Source: an optimization exercise on an open RTL-to-GDS flow (aim: small area and a short achievable clock period). Production flows keep margins and buffers that such runs may drop. The RTL was checked by simulation tests, not by an equivalence proof against the original design. Power and IR drop assume default switching activity.

build 82:
## frame_gen_top
module frame_gen_top (
	input  logic         sys_clk,
	input  logic         sys_rst,
	input  logic         cfg_we,
	input  frame_gen_pkg::cfg_addr_t    cfg_addr,
	input  frame_gen_pkg::cfg_word_t    cfg_wdata,
	output frame_gen_pkg::stream_beat_t tx_beat,
	output logic         tx_valid,
	input  logic         tx_ready
);
	frame_gen_pkg::frame_cfg_t  cfg;
	logic [6:0] nidx;      
	logic       fcs;       
	logic       is_last;   
	logic       xfer;      
	logic       body_adv;  
	frame_cfg_regs u_cfg_regs (
		.sys_clk   (sys_clk),
		.sys_rst   (sys_rst),
		.cfg_we    (cfg_we),
		.cfg_addr  (cfg_addr),
		.cfg_wdata (cfg_wdata),
		.cfg       (cfg)
	);
	logic       frame_start;
	logic       frame_done;
	logic       valid;      
	logic       busy;       
	logic       gap_done;
	logic [3:0] gap_cnt;
	logic [2:0] frame_cnt;
	frame_gen_pkg::frame_kind_t frame_kind;
	frame_gen_pkg::frame_kind_t next_kind;
  ...
export LEC_CHECK = 0
export CAP_MARGIN = 20
export CORE_MARGIN = 2
export CORE_UTILIZATION = 60
export SLEW_MARGIN = 20
export SYNTH_HIERARCHICAL = 1
export TNS_END_PERCENT = 0
create_clock -name core_clock -period 12.0 [get_ports {sys_clk}]
standard.sh (not shown) runs the stock make flow with config.mk's settings and CLKGATE_MAP_FILE= SYNTH_SCRIPT=/design/flow/synth_recipe.tcl, a recipe that flattens the netlist after the stock synthesis.
==> flow/flow/run.sh <==
#!/bin/bash
# Own layout flow: the standard layout (standard.sh, unchanged synthesis),
# with repair_timing asked for a larger setup margin so that it optimises the
# paths below the 12 ns constraint as well, and a flatter clock tree without
# dummy loads. flow/extra.txt holds further make variables, one per line.
# Full output of the ORFS run goes to standard.log here; ORFS also keeps each
# step's log under orfs/logs/.
set -euo pipefail
MARGIN=$(cat flow/margin.txt)
CTS="-sink_clustering_enable -repair_clock_nets -dont_use_dummy_load $(cat flow/cts.txt)"
EXTRA=()
if [[ -f flow/extra.txt ]]; then
	while IFS= read -r line; do
		[[ -n "$line" ]] && EXTRA+=("$line")
	done < flow/extra.txt
fi
bash standard.sh SETUP_SLACK_MARGIN="$MARGIN" "CTS_ARGS=$CTS" "${EXTRA[@]}" finish > standard.log 2>&1
==> flow/flow/cts.txt <==
-sink_clustering_size 30 -sink_clustering_max_diameter 100
==> flow/flow/extra.txt <==
BUFFER_PORTS_ARGS=-buffer_cell sky130_fd_sc_hd__buf_2
==> flow/flow/margin.txt <==
8.5
Build 82 has completed all stages; timing, DRC and antenna checks passed.
What build 76 does differently from build 82 at the input level:
- a change of CORE_UTILIZATION from 60 to 55
==> flow/flow/margin.txt <==
8.7
Findings:
Every run (build 82 and build 76) finished clean. Compared with build 82, build 76 instantiates a larger number of cells. Diff build 82 -> build 76: number of non-clock buffers went up by 48%; net switching fraction of the power went up; required time of the worst setup path was more or less identical.
### build 76 -> build 11
- CORE_UTILIZATION changed from 55 to 60
==> flow/flow/extra.txt <==
BUFFER_PORTS_ARGS=-buffer_cell sky130_fd_sc_hd__buf_1
Findings:
Build 11 completed every stage of the flow, and the final layout passed the timing, DRC and antenna checks.
The run showing the smaller net count reported at finish is build 11.
Against build 76, build 11 reports a tap cell instance count that is lower.
Per the comparison of build 11 with build 76, die area saw a decrease, post-route worst hold slack saw little to no change.
## Diff of input files: build 43 against build 11
==> flow/flow/cts.txt <==
-sink_clustering_size 27 -sink_clustering_max_diameter 100
==> flow/flow/extra.txt <==
BUFFER_PORTS_ARGS=-buffer_cell sky130_fd_sc_hd__buf_2
[summary]
The number of antenna violations at the first check in global routing reported for build 43 is smaller than that of build 11 by 1. On reported leakage power, build 43 tracks build 11 almost exactly. Clock buffer count is lower on build 11. Sum of internal, switching and leakage power (higher): build 43. Delta (build 43 minus build 11): actual slew at the worst max-slew pin now sits higher; layout cell share with drive strength beyond 1 increased 0.88 points; post-route clock period utilization roughly the same; area growth from synthesis to final layout went down; highest attainable clock frequency level. Average wire per standard cell | build 43 above build 11. Summary — post-placement worst setup slack, build 43 relative to build 11: higher, by 0.11 ns.

Another version of the RTL of frame_gen_top (not shown whole).
Size in the first run: roughly 20000 µm² of cells after synthesis.
// frame_gen_top
module frame_gen_top (
	input  logic         sys_clk,
	input  logic         sys_rst,
	input  logic         cfg_we,
	input  frame_gen_pkg::cfg_addr_t    cfg_addr,
	input  frame_gen_pkg::cfg_word_t    cfg_wdata,
	output frame_gen_pkg::stream_beat_t tx_beat,
	output logic         tx_valid,
	input  logic         tx_ready
);
export LEC_CHECK = 0
export CAP_MARGIN = 20
export CORE_MARGIN = 2
export CORE_UTILIZATION = 60
export SLEW_MARGIN = 20
export SYNTH_HIERARCHICAL = 1
create_clock -name core_clock -period 12.0 [get_ports {sys_clk}]
==> flow/flow/cts.txt <==
-sink_clustering_size 30 -sink_clustering_max_diameter 100
==> flow/flow/extra.txt <==
BUFFER_PORTS_ARGS=-buffer_cell sky130_fd_sc_hd__buf_2
==> flow/flow/margin.txt <==
8.5
Scripts as last shown in full above: flow/flow/run.sh
Next try:
==> flow/flow/cts.txt (replaced) <==
-sink_clustering_size 24 -sink_clustering_max_diameter 80
removed: flow/flow/extra.txt
What happened: Clock power went up by 9.2%; cell area came out higher by 2.3%; combinational power grows by about 8%; wire length rose by 1.4%; via count increases by 1.7%.
Next try:
==> flow/flow/cts.txt (replaced) <==
-sink_clustering_size 30 -sink_clustering_max_diameter 100
- CORE_UTILIZATION: 60 -> 70
The changed run produced a clean layout.
Wire length decreases by 1.2%.
Cell count decreases by 2.8%.
Clock power decreases by 8.4%.
Total power decreases by 2.2%.
Worst hold slack improved by 21 ps.
Global-route usage increases by 4.9 points.
Non-clock buffer count increases by 5.
Synthesized cell count does not change.

frame_gen_top, a different RTL version from the one above (not shown whole).
Size: roughly 1300 cells after synthesis, ~460 flip-flops.
==> flow/design.v (excerpt) <==
module frame_gen_top (
	input  logic         sys_clk,
	input  logic         sys_rst,
	input  logic         cfg_we,
	input  frame_gen_pkg::cfg_addr_t    cfg_addr,
	input  frame_gen_pkg::cfg_word_t    cfg_wdata,
	output frame_gen_pkg::stream_beat_t tx_beat,
	output logic         tx_valid,
	input  logic         tx_ready
);
	frame_gen_pkg::frame_cfg_t  cfg;
	frame_cfg_regs u_cfg_regs (
		.sys_clk   (sys_clk),
		.sys_rst   (sys_rst),
		.cfg_we    (cfg_we),
		.cfg_addr  (cfg_addr),
		.cfg_wdata (cfg_wdata),
		.cfg       (cfg)
	);
	logic       frame_start;
	logic       frame_done;
	logic       valid;      
	logic       busy;       
	logic       gap_done;
	logic [3:0] gap_cnt;
	logic [2:0] frame_cnt;
	frame_gen_pkg::frame_kind_t frame_kind;
	frame_gen_pkg::frame_kind_t next_kind;
	assign busy     = frame_start || valid || frame_done;
	assign gap_done = !busy && cfg.enable && (gap_cnt == 4'd15);
	always_ff @(posedge sys_clk) begin
		if (sys_rst) begin
			gap_cnt     <= '0;
			frame_start <= 1'b0;
		end else begin
			frame_start <= gap_done;
			if (busy || !cfg.enable || gap_done)
				gap_cnt <= '0;
			else
				gap_cnt <= gap_cnt + 1'b1;
		end
	end
	always_comb begin
		case (frame_kind)
			frame_gen_pkg::KIND_UDP: next_kind = frame_gen_pkg::KIND_ARP;
			frame_gen_pkg::KIND_ARP: next_kind = frame_gen_pkg::KIND_ICMP;
			default:  next_kind = frame_gen_pkg::KIND_UDP;
		endcase
	end
	always_ff @(posedge sys_clk) begin
		if (sys_rst) begin
			frame_kind <= frame_gen_pkg::KIND_UDP;
			frame_cnt  <= '0;
		end else if (frame_done) begin
			if (frame_cnt == 3'd4) begin
				frame_cnt  <= '0;
				frame_kind <= next_kind;
			end else begin
				frame_cnt <= frame_cnt + 1'b1;
			end
		end
	end
	frame_gen_pkg::mac_addr_t s_local_mac;
	frame_gen_pkg::ip_addr_t  s_local_ip;
	frame_gen_pkg::mac_addr_t s_peer_mac;
	frame_gen_pkg::ip_addr_t  s_peer_ip;
	frame_gen_pkg::udp_port_t s_src_port;
	frame_gen_pkg::udp_port_t s_dst_port;
	always_ff @(posedge sys_clk) begin
		if (frame_start) begin
			s_local_mac <= cfg.local_mac;
			s_local_ip  <= cfg.local_ip;
			s_peer_mac  <= cfg.peer_mac;
			s_peer_ip   <= cfg.peer_ip;
			s_src_port  <= cfg.src_port;
			s_dst_port  <= cfg.dst_port;
		end
	end
	logic [4:0]  cs_cnt;
	logic [15:0] cs_acc;
	logic        cs_c;
	logic [3:0]  cs_nib;
  ...
Settings: LEC_CHECK=0, CAP_MARGIN=20, CORE_MARGIN=2, CORE_UTILIZATION=40, SLEW_MARGIN=20; clock period 12.0 ns.
run.sh (not shown) runs the stock make flow with config.mk's settings and CLKGATE_MAP_FILE= SYNTH_SCRIPT=/design/flow/synth_recipe.tcl, a recipe that flattens the netlist after the stock synthesis.
Stock flow here: none of the scripts above is used.
Edit:
==> flow/flow/run.sh (new file) <==
#!/bin/bash
# Own layout flow: the standard layout (standard.sh, unchanged synthesis),
# with repair_timing asked for a larger setup margin so that it optimises the
# paths below the 12 ns constraint as well, and a flatter clock tree without
# dummy loads. Full output of the ORFS run goes to standard.log here; ORFS also
# keeps each step's log under orfs/logs/.
set -euo pipefail
MARGIN=$(cat flow/margin.txt)
CTS="-sink_clustering_enable -repair_clock_nets -dont_use_dummy_load $(cat flow/cts.txt)"
bash standard.sh SETUP_SLACK_MARGIN="$MARGIN" "CTS_ARGS=$CTS" finish > standard.log 2>&1
==> flow/flow/cts.txt (new file) <==
-sink_clustering_size 30 -sink_clustering_max_diameter 100
==> flow/flow/margin.txt (new file) <==
8.5
==> flow/standard.sh (new file) <==
#!/bin/bash
# synth_recipe.tcl (not shown) runs the flow's synth.tcl, then flattens the netlist and writes it again
# the make line also repeats each setting of config.mk as NAME=value (left out here)
make -C /OpenROAD-flow-scripts/flow DESIGN_CONFIG=/design/flow/config.mk WORK_HOME=/design/flow/orfs CLKGATE_MAP_FILE= SYNTH_SCRIPT=/design/flow/synth_recipe.tcl "${@:-finish}"
- CORE_UTILIZATION: 40 -> 60
removed: flow/run.sh
Final area came out lower by 3.1%.
Clock-buffer cell count went down by 34.
Wire length is about the same.
Global-route usage rose by 11 points.
Utilization came out higher by 20 points.
Worst setup slack improves by 480 ps.
Area after synthesis is unchanged.
Synthesized cell count stays the same.
Clock power fell by 48%.
Maximum frequency climbs by 13%.
Via count goes up by 0.41%.
Edit:
==> flow/flow/run.sh (replaced) <==
#!/bin/bash
# Own layout flow: the standard layout (standard.sh, unchanged synthesis),
# with repair_timing asked for a larger setup margin so that it optimises the
# paths below the 12 ns constraint as well. Full output of the ORFS run goes to
# standard.log here; ORFS also keeps each step's log under orfs/logs/.
set -euo pipefail
MARGIN=$(cat flow/margin.txt)
bash standard.sh SETUP_SLACK_MARGIN="$MARGIN" finish > standard.log 2>&1
==> flow/flow/margin.txt (replaced) <==
7.5
- CORE_UTILIZATION: 60 -> 40
removed: flow/flow/cts.txt
Die area goes up by about 50%.
Synthesized area does not change.
Routed wire length rose by about 0.5%.
Combinational power falls by 18%.
Worst setup slack gets worse by 680 ps.
Sequential power stays flat.
Non-clock buffer count drops by 29.
Design area grows by 3.6%.
Sequential share of layout area came out lower by 2.2 points.
Sequential cell count is unchanged.

==> separate check: timing with driven ports <==
No port has a modelled driver above. Below, the same layouts with a new extraction and two added sets of constraints.
Step 1 assumes that a clkbuf_16 drives the clock port and a buf_2 every other input.
Step 2 moves the port delays by t, midway between the first and last clock arrival at a register: inputs arrive t later, outputs are due t later. That takes back most of the time a late clock gives input paths.
a / b / c = no drivers / after step 1 / after step 2; a / b = the first two.
| run | t, ns | setup slack, ns | worst register clock-pin slew, ns | worst data-port slew with drivers (ns) |
|---|---|---|---|---|
| build 82 | 0.593 | 8.286 / 8.324 / 7.731 | 0.12 / 0.12 | 0.05 |
| build 76 | 0.576 | 8.549 / 8.517 / 8.013 | 0.12 / 0.12 | 0.04 |
| build 11 | 0.583 | 8.533 / 8.536 / 7.981 | 0.11 / 0.11 | 0.08 |
| build 43 | 0.583 | 8.536 / 8.506 / 7.983 | 0.11 / 0.11 | 0.05 |
| the first run of note 2 | 0.580 | 8.338 / 8.357 / 7.777 | 0.12 / 0.12 | 0.07 |
| the second run of note 2 | 0.600 | 8.398 / 8.398 / 7.944 | 0.10 / 0.10 | 0.08 |
| the third run of note 2 | 0.586 | 8.466 / 8.435 / 7.849 | 0.12 / 0.12 | 0.10 |
| the first run of note 3 | 0.643 | 7.980 / 7.921 / 7.438 | 0.06 / 0.06 | 0.04 |
| the second run of note 3 | 0.583 | 8.457 / 8.401 / 7.989 | 0.12 / 0.12 | 0.05 |
| the third run of note 3 | 0.647 | 7.776 / 7.776 / 7.398 | 0.07 / 0.07 | 0.04 |
After both steps every run listed still meets setup and hold. For the third run of note 2, which loses most, drivers alone change the setup slack by -0.031 ns; drivers and shift together by -0.617 ns.
